Source: an optimization exercise on an open RTL-to-GDS flow (aim: small area). Production flows keep margins and buffers that such runs may drop. The RTL was checked by simulation tests, not by an equivalence proof against the original design. No activity file was given, so power comes from the tool's default toggle rates.

build 66:
## mem_wb_stage
module mem_wb_stage (
    input  wire logic          clk,
    input  wire logic          reset,    
    input  wire logic [7:0]    ans_ex,
    input  wire logic [7:0]    B_Bypass,
    input  wire logic          mem_en_ex,
    input  wire logic          mem_rw_ex,
    input  wire logic          mem_mux_sel_ex,
    input  wire logic [4:0]    RW_ex,
    input  wire logic [7:0]    dbg_addr,
    output logic      [7:0]    wb_data,
    output logic      [4:0]    RW_wb,
    output logic               ld_hit,
    output logic      [7:0]    dbg_data
);
For scale: roughly 2100 flip-flops, roughly 56 I/O pins.
Settings: LEC_CHECK=0, CAP_MARGIN=20, CORE_MARGIN=2, CORE_UTILIZATION=50, SLEW_MARGIN=20, SYNTH_HIERARCHICAL=1, SYNTH_MINIMUM_KEEP_SIZE=0; clock period 10.0 ns.
run.sh (not shown) runs the stock make flow with config.mk's settings and CLKGATE_MAP_FILE= SYNTH_SCRIPT=/design/flow/synth_recipe.tcl, a recipe that flattens the netlist after the stock synthesis.
In build 66 the implementation completed, yet the final layout does not meet the checks, the culprit being max-capacitance violations, negative setup slack.
Relative to build 66, the following input files were edited for build 30:
Settings: putting CTS_CLUSTER_DIAMETER at 100 where nothing was set; swapping 50 for 35 in CORE_UTILIZATION; putting CTS_BUF_LIST at sky130_fd_sc_hd__clkbuf_16 where nothing was set; swapping 20 for 40 in CAP_MARGIN; putting SETUP_SLACK_MARGIN at 0.3 where nothing was set; putting CTS_CLUSTER_SIZE at 20 where nothing was set.
[summary]
- Build 30: no failed stages, no open violations at the end
- | maximum frequency | build 30 vs build 66 | about 8% higher |
- Peak per-stage delay on the critical path down 170 ps in build 30 wrt build 66
- Changes observed in build 30 relative to build 66: share of total power in combinational logic moved up, clock network fraction of total power moved down, final worst setup slack moved up, wire length moved up, cell row count moved up.
- Sort build 30 and build 66 by final clock period utilization by the worst path desc -> top: build 66
- Build 30 against build 66: detail-routed net length per standard cell has decreased, growth of design area from synthesis to finish down 1.8 points.
- ~same instance count along the most critical hold path in build 30 and build 66

---

Another version of the RTL of mem_wb_stage (not shown whole).
Size: ~8,100 cells after synthesis, about 2,100 flip-flops, about 56 I/O pins.
==> flow/design.v (excerpt) <==
module mem_wb_stage (
    input  wire logic          clk,
    input  wire logic          reset,    
    input  wire logic [7:0]    ans_ex,
    input  wire logic [7:0]    B_Bypass,
    input  wire logic          mem_en_ex,
    input  wire logic          mem_rw_ex,
    input  wire logic          mem_mux_sel_ex,
    input  wire logic [4:0]    RW_ex,
    input  wire logic [7:0]    dbg_addr,
    output logic      [7:0]    wb_data,
    output logic      [4:0]    RW_wb,
    output logic               ld_hit,
    output logic      [7:0]    dbg_data
);
clock: 10.0 ns
lec_check: 0
cap_margin: 40
core_margin: 2
core_utilization: 42
cts_buf_list: sky130_fd_sc_hd__clkbuf_16
cts_cluster_diameter: 100
cts_cluster_size: 20
setup_slack_margin: 0.3
slew_margin: 20
synth_hierarchical: 1
synth_minimum_keep_size: 0
The starting point completed with no timing, DRC or antenna violations.
Edit:
==> flow/flow/run.sh (new file) <==
#!/bin/bash
# Standard layout flow with two changes: plain buffers on the ports instead
# of delay cells, and a clock tree of clkbuf_8 cells without dummy loads.
# The full output of the standard flow goes to standard.log here.
export BUFFER_PORTS_ARGS="-buffer_cell sky130_fd_sc_hd__buf_2"
export CTS_ARGS="-sink_clustering_enable -repair_clock_nets -dont_use_dummy_load -buf_list sky130_fd_sc_hd__clkbuf_8 -sink_clustering_size 15 -sink_clustering_max_diameter 60"
bash standard.sh > standard.log 2>&1
==> flow/standard.sh (new file) <==
#!/bin/bash
# synth_recipe.tcl (not shown) runs the flow's synth.tcl, then flattens the netlist and writes it again
# the make line also repeats each setting of config.mk as NAME=value (left out here)
make -C /OpenROAD-flow-scripts/flow DESIGN_CONFIG=/design/flow/config.mk WORK_HOME=/design/flow/orfs CLKGATE_MAP_FILE= SYNTH_SCRIPT=/design/flow/synth_recipe.tcl "${@:-finish}"
CAP_MARGIN = 20   (was 40)
CORE_UTILIZATION = 35   (was 42)
SETUP_SLACK_MARGIN = 0.1   (was 0.3)
removed: flow/run.sh
After rerunning: The changed run ran to the end with no violations. Register-to-register slack degrades by 460 ps. Non-clock buffer count falls by 92. Setup slack is better by 690 ps. Via count is higher slightly. Total power went down by a few percent.
Edit:
CAP_MARGIN = 40   (was 20)
SETUP_SLACK_MARGIN = 0.3   (was 0.1)
First-iteration DRC count is higher by about 4.4%.
Final cell count is higher by about 0.47%.
Clock power is higher by about 0.9%.
Wire length is higher by 0.47%.
Area after synthesis is unchanged.
Edit:
==> flow/run.sh (new file) <==
#!/bin/bash
# synth_recipe.tcl (not shown) runs the flow's synth.tcl, then flattens the netlist and writes it again
# the make line also repeats each setting of config.mk as NAME=value (left out here)
make -C /OpenROAD-flow-scripts/flow DESIGN_CONFIG=/design/flow/config.mk WORK_HOME=/design/flow/orfs CLKGATE_MAP_FILE= SYNTH_SCRIPT=/design/flow/synth_recipe.tcl finish
removed: flow/flow/run.sh
removed: flow/standard.sh
Effect: The new run went through all stages and came out clean; worst setup slack got worse by 1200 ps; routed wire length goes down by 3.6%; design area is higher by 1.1%; synthesized area does not change; sequential power is about the same; utilization rose by 0.43 points.
Edit:
==> flow/flow/run.sh (new file) <==
#!/bin/bash
# Standard layout flow with two changes: plain buffers on the ports instead
# of delay cells, and a clock tree of clkbuf_8 cells without dummy loads.
# The full output of the standard flow goes to standard.log here.
export BUFFER_PORTS_ARGS="-buffer_cell sky130_fd_sc_hd__buf_2"
export CTS_ARGS="-sink_clustering_enable -repair_clock_nets -dont_use_dummy_load -buf_list sky130_fd_sc_hd__clkbuf_8 -sink_clustering_size 15 -sink_clustering_max_diameter 60"
export RECOVER_POWER=100
bash standard.sh > standard.log 2>&1
==> flow/standard.sh (new file) <==
#!/bin/bash
# synth_recipe.tcl (not shown) runs the flow's synth.tcl, then flattens the netlist and writes it again
# the make line also repeats each setting of config.mk as NAME=value (left out here)
make -C /OpenROAD-flow-scripts/flow DESIGN_CONFIG=/design/flow/config.mk WORK_HOME=/design/flow/orfs CLKGATE_MAP_FILE= SYNTH_SCRIPT=/design/flow/synth_recipe.tcl "${@:-finish}"
removed: flow/run.sh
After rerunning:
- Now the flow finished but failed the layout checks on max-capacitance violations, max-slew violations
- synthesized area is unchanged
- synthesized cell count does not change
- setup slack improves by 380 ps

==> what the ideal ports hide <==
Ports are ideal in the flow. The routed layouts listed here were re-timed in OpenROAD.
Step 1 sets driving cells, clkbuf_16 on the clock port and buf_2 on the other inputs (assumed; they add their load-dependent delay and slew).
Step 2 also shifts input and output timing later by t, the mid clock arrival at the registers, as if the neighbouring blocks saw the same clock.
Three values: no drivers, after step 1, after step 2; two values: the first two.
run	t (ns)	slack for setup (ns)	worst hold slack (ns)	worst setup path at the end
build 66	0.989	-0.238 / -0.266 / -0.266	0.506 / 0.506 / 0.506	input to output
build 30	0.952	0.495 / 0.448 / 0.448	0.507 / 0.507 / 0.507	input to output
the first run of note 2	0.905	0.141 / 0.109 / 0.109	0.474 / 0.474 / 0.474	input to output
the second run of note 2	1.084	0.836 / 0.807 / 0.807	0.472 / 0.472 / 0.472	input to output
the third run of note 2	1.090	1.256 / 1.232 / 1.232	0.472 / 0.472 / 0.472	input to output
the fourth run of note 2	0.906	0.011 / -0.015 / -0.015	0.474 / 0.474 / 0.474	input to output
the fifth run of note 2	1.087	0.394 / 0.356 / 0.356	0.471 / 0.471 / 0.471	input to output
With both steps, setup timing fails in the fourth run of note 2, where it was met with ideal ports. The setup slack of build 30, which loses most, moves by -0.047 ns with the drivers and by -0.047 ns with both steps.
